What follows belongs to an exercise in optimizing a design on an open flow for small area, a short achievable clock period and few clock cycles per item; a production flow would make more cautious choices. Only simulation tests tie the RTL to the original design; equivalence was not proved. Power is estimated from default activity; no workload was simulated.

== try-sierra ==
==> flow/design.v <==
module mobius_inv_seq #(
   parameter int N      = 512,
   parameter int log2_N = 9,
   parameter int PRE    = 7
) (
   input  logic         clk,
   input  logic         rst_n,
   input  logic         start,
   input  logic [0:N-1] inputs,
   output logic         busy,
   output logic         done,
   output logic [0:N-1] outputs
);
   logic [0:(log2_N+1)*N-1] lv;
   logic [0:N-1]            mid_q;
   logic                    done_q;
   logic                    accept;
   assign lv[0 +: N] = inputs;
   for (genvar s = 0; s < log2_N; s++) begin : g_lvl
      localparam int D = 1 << s;
      logic [0:N-1] cur;
      logic [0:N-1] nxt;
      if (s == PRE) begin : g_reg
         assign cur = mid_q;
      end else begin : g_comb
         assign cur = lv[s*N +: N];
      end
      for (genvar i = 0; i < N; i++) begin : g_el
         if (((i >> s) & 1) != 0) begin : g_x
            mobius_xor2 u_x (.a(cur[i]), .b(cur[i - D]), .y(nxt[i]));
         end else begin : g_p
            assign nxt[i] = cur[i];
         end
      end
      assign lv[(s+1)*N +: N] = nxt;
   end
   assign accept = start & ~done_q;
   always_ff @(posedge clk or negedge rst_n) begin
      if (!rst_n) done_q <= 1'b0;
      else        done_q <= accept;
   end
   always_ff @(posedge clk) begin
      if (accept) mid_q <= lv[PRE*N +: N];
   end
   assign busy    = 1'b0;
   assign done    = done_q;
   assign outputs = (PRE == log2_N) ? mid_q : lv[log2_N*N +: N];
endmodule
module mobius_xor2 (
   input  logic a,
   input  logic b,
   output logic y
);
   assign y = a ^ b;
endmodule
==> flow/config.mk <==
export PLATFORM = sky130hd
export DESIGN_NAME = mobius_inv_seq
export DESIGN_NICKNAME = mobius_inv_seq
export VERILOG_FILES = /design/flow/design.v
export SDC_FILE = /design/flow/constraint.sdc
export NUM_CORES = 4
export LEC_CHECK = 0
export CAP_MARGIN = 20
export CORE_MARGIN = 2
export CORE_UTILIZATION = 40
export SETUP_SLACK_MARGIN = 1.0
export SLEW_MARGIN = 20
export SYNTH_HIERARCHICAL = 1
export SYNTH_MINIMUM_KEEP_SIZE = 0
==> flow/constraint.sdc <==
create_clock -name core_clock -period 4.0 [get_ports {clk}]
set_input_delay 0.8000 -clock core_clock [delete_from_list [all_inputs] [get_ports {clk}]]
set_output_delay 0.8000 -clock core_clock [all_outputs]
set_load 0.01 [all_outputs]
standard.sh (not shown) runs the stock make flow with config.mk's settings and CLKGATE_MAP_FILE= SYNTH_SCRIPT=/design/flow/synth_recipe.tcl, a recipe that flattens the netlist after the stock synthesis.
==> flow/flow/run.sh <==
#!/bin/bash
# The standard layout, except that the port buffers are the smallest plain
# buffer (buf_1) instead of the delay buffer buffer_ports picks by default.
set -euo pipefail
export BUFFER_PORTS_ARGS="-buffer_cell sky130_fd_sc_hd__buf_1"
bash standard.sh > standard.log 2>&1
Testbench counts of try-sierra, summed over its fixed seeds: cycles 3,200, items 1,600.
Inputs modified between try-sierra and try-indigo:
Settings: changing CORE_UTILIZATION from 40 to 50; removing SETUP_SLACK_MARGIN (formerly 1.0).
==> flow/flow/run.sh <==
#!/bin/bash
# The standard layout, except that:
# - the port buffers are the smallest plain buffer (buf_1) instead of the
#   delay buffer buffer_ports picks by default;
# - pins may sit one routing track apart, so that the 1029 ports fit on the
#   edge of a die sized by the cells rather than by the pin count.
set -euo pipefail
export BUFFER_PORTS_ARGS="-buffer_cell sky130_fd_sc_hd__buf_1"
export PLACE_PINS_ARGS="-min_distance 1 -min_distance_in_tracks"
bash standard.sh > standard.log 2>&1
==> run summary <==
try-indigo has completed all stages; timing, DRC and antenna checks passed. Compared with try-sierra, fmax in try-indigo decreased by a few percent. try-indigo vs try-sierra: proportion of cell area spent on the clock network up. Compare try-sierra and try-indigo | area of the placeable core lower: try-indigo. try-indigo vs try-sierra: fraction of met1 tracks used by global routing up. Global-route wire length before repair down 14 mm in try-indigo wrt try-sierra. Taking try-sierra as the reference, in try-indigo via count now sits higher; total power down about 4%; post-route clock period utilization rose 5.7 points; design area dropped 2.3%; number of nets at the end of the flow moved down. Re overall fraction of global-route tracks in use: try-sierra was lower than try-indigo.
Here is what was changed in the inputs of try-willow compared with try-indigo.
Settings: a change of CORE_UTILIZATION from 50 to 40.
==> flow/flow/run.sh <==
#!/bin/bash
# The standard layout, except that the port buffers are the smallest plain
# buffer (buf_1) instead of the delay buffer buffer_ports picks by default.
set -euo pipefail
export BUFFER_PORTS_ARGS="-buffer_cell sky130_fd_sc_hd__buf_1"
bash standard.sh > standard.log 2>&1
Findings:
Summary of try-willow over try-indigo: worst slack at placement -0.013 ns; via count now smaller; global routing usage on met3 moved down; register-to-register slack rose by 0.20 ns. In try-willow, proportion of cell area occupied by multi-input gates is lower than in try-indigo. [try-willow] actual transition at the worst max-transition pin rose 0.025 ns relative to try-indigo. try-willow vs. try-indigo: count of nets after finishing shows an increase of 27, part of the power in the clock network shows an increase of 0.3 points, total power shows an increase of about 3%, core footprint shows an increase of about 25%.

* * *

mobius_inv_seq, a different RTL version from the one above (not shown whole).
For scale: roughly 2900 cells after synthesis, about 510 flip-flops, roughly 1000 I/O pins, ~37000 um2 of cells after synthesis.
export LEC_CHECK = 0
export CAP_MARGIN = 20
export CORE_MARGIN = 2
export CORE_UTILIZATION = 58
export SETUP_SLACK_MARGIN = 1.5
export SLEW_MARGIN = 20
export SYNTH_HIERARCHICAL = 1
export SYNTH_MINIMUM_KEEP_SIZE = 0
export TNS_END_PERCENT = 10
create_clock -name core_clock -period 4.0 [get_ports {clk}]
==> flow/flow/run.sh <==
#!/bin/bash
# The standard layout, except that:
# - the port buffers are the smallest plain buffer (buf_1) instead of the
#   delay buffer buffer_ports picks by default;
# - pins may sit one routing track apart, so that the 1029 ports fit on the
#   edge of a die sized by the cells rather than by the pin count.
set -euo pipefail
export BUFFER_PORTS_ARGS="-buffer_cell sky130_fd_sc_hd__buf_1"
export PLACE_PINS_ARGS="-min_distance 1 -min_distance_in_tracks"
bash standard.sh > standard.log 2>&1
The starting point completed without violations.
Testbench counts at the start, summed over its fixed seeds: cycles 3,200, items 1,600.
==> next run, changes <==
CORE_UTILIZATION = 50   (was 58)
SETUP_SLACK_MARGIN = 2.0   (was 1.5)
TNS_END_PERCENT = unset   (was 10)
- The new run died in 5_1_grt (DPL-0038)
- area after synthesis is unchanged
- synthesized cell count is unchanged

afterwards: timing with drivers on the ports:
How much do the figures lean on ideal ports? The routed layouts below were timed once more, with nothing changed but the port constraints. Step 1, drivers: a clkbuf_16 drives clk and a buf_2 each remaining input, both assumed. Step 2 times the ports against the registers' clock, not the clock port: input delays grow and output delays shrink by t, the midpoint of the rising clock arrivals with the driver on. Three values: no drivers, after step 1, after step 2; two values: the first two.
run	t, ns	slack for setup (ns)	worst setup path at the end	latest minus earliest clock arrival (ns)
try-sierra	0.712	0.941 / 0.908 / 0.280	input to register	0.085 / 0.084
try-indigo	0.709	0.712 / 0.749 / 0.040	input to register	0.040 / 0.040
try-willow	0.754	0.452 / 0.374 / 0.106	input to register	0.033 / 0.033
the first run of note 2	0.703	0.992 / 1.037 / 0.334	input to register	0.026 / 0.026
After both steps every run listed still meets setup and hold. For try-indigo, which loses most, drivers alone change the setup slack by +0.037 ns; drivers and shift together by -0.672 ns.
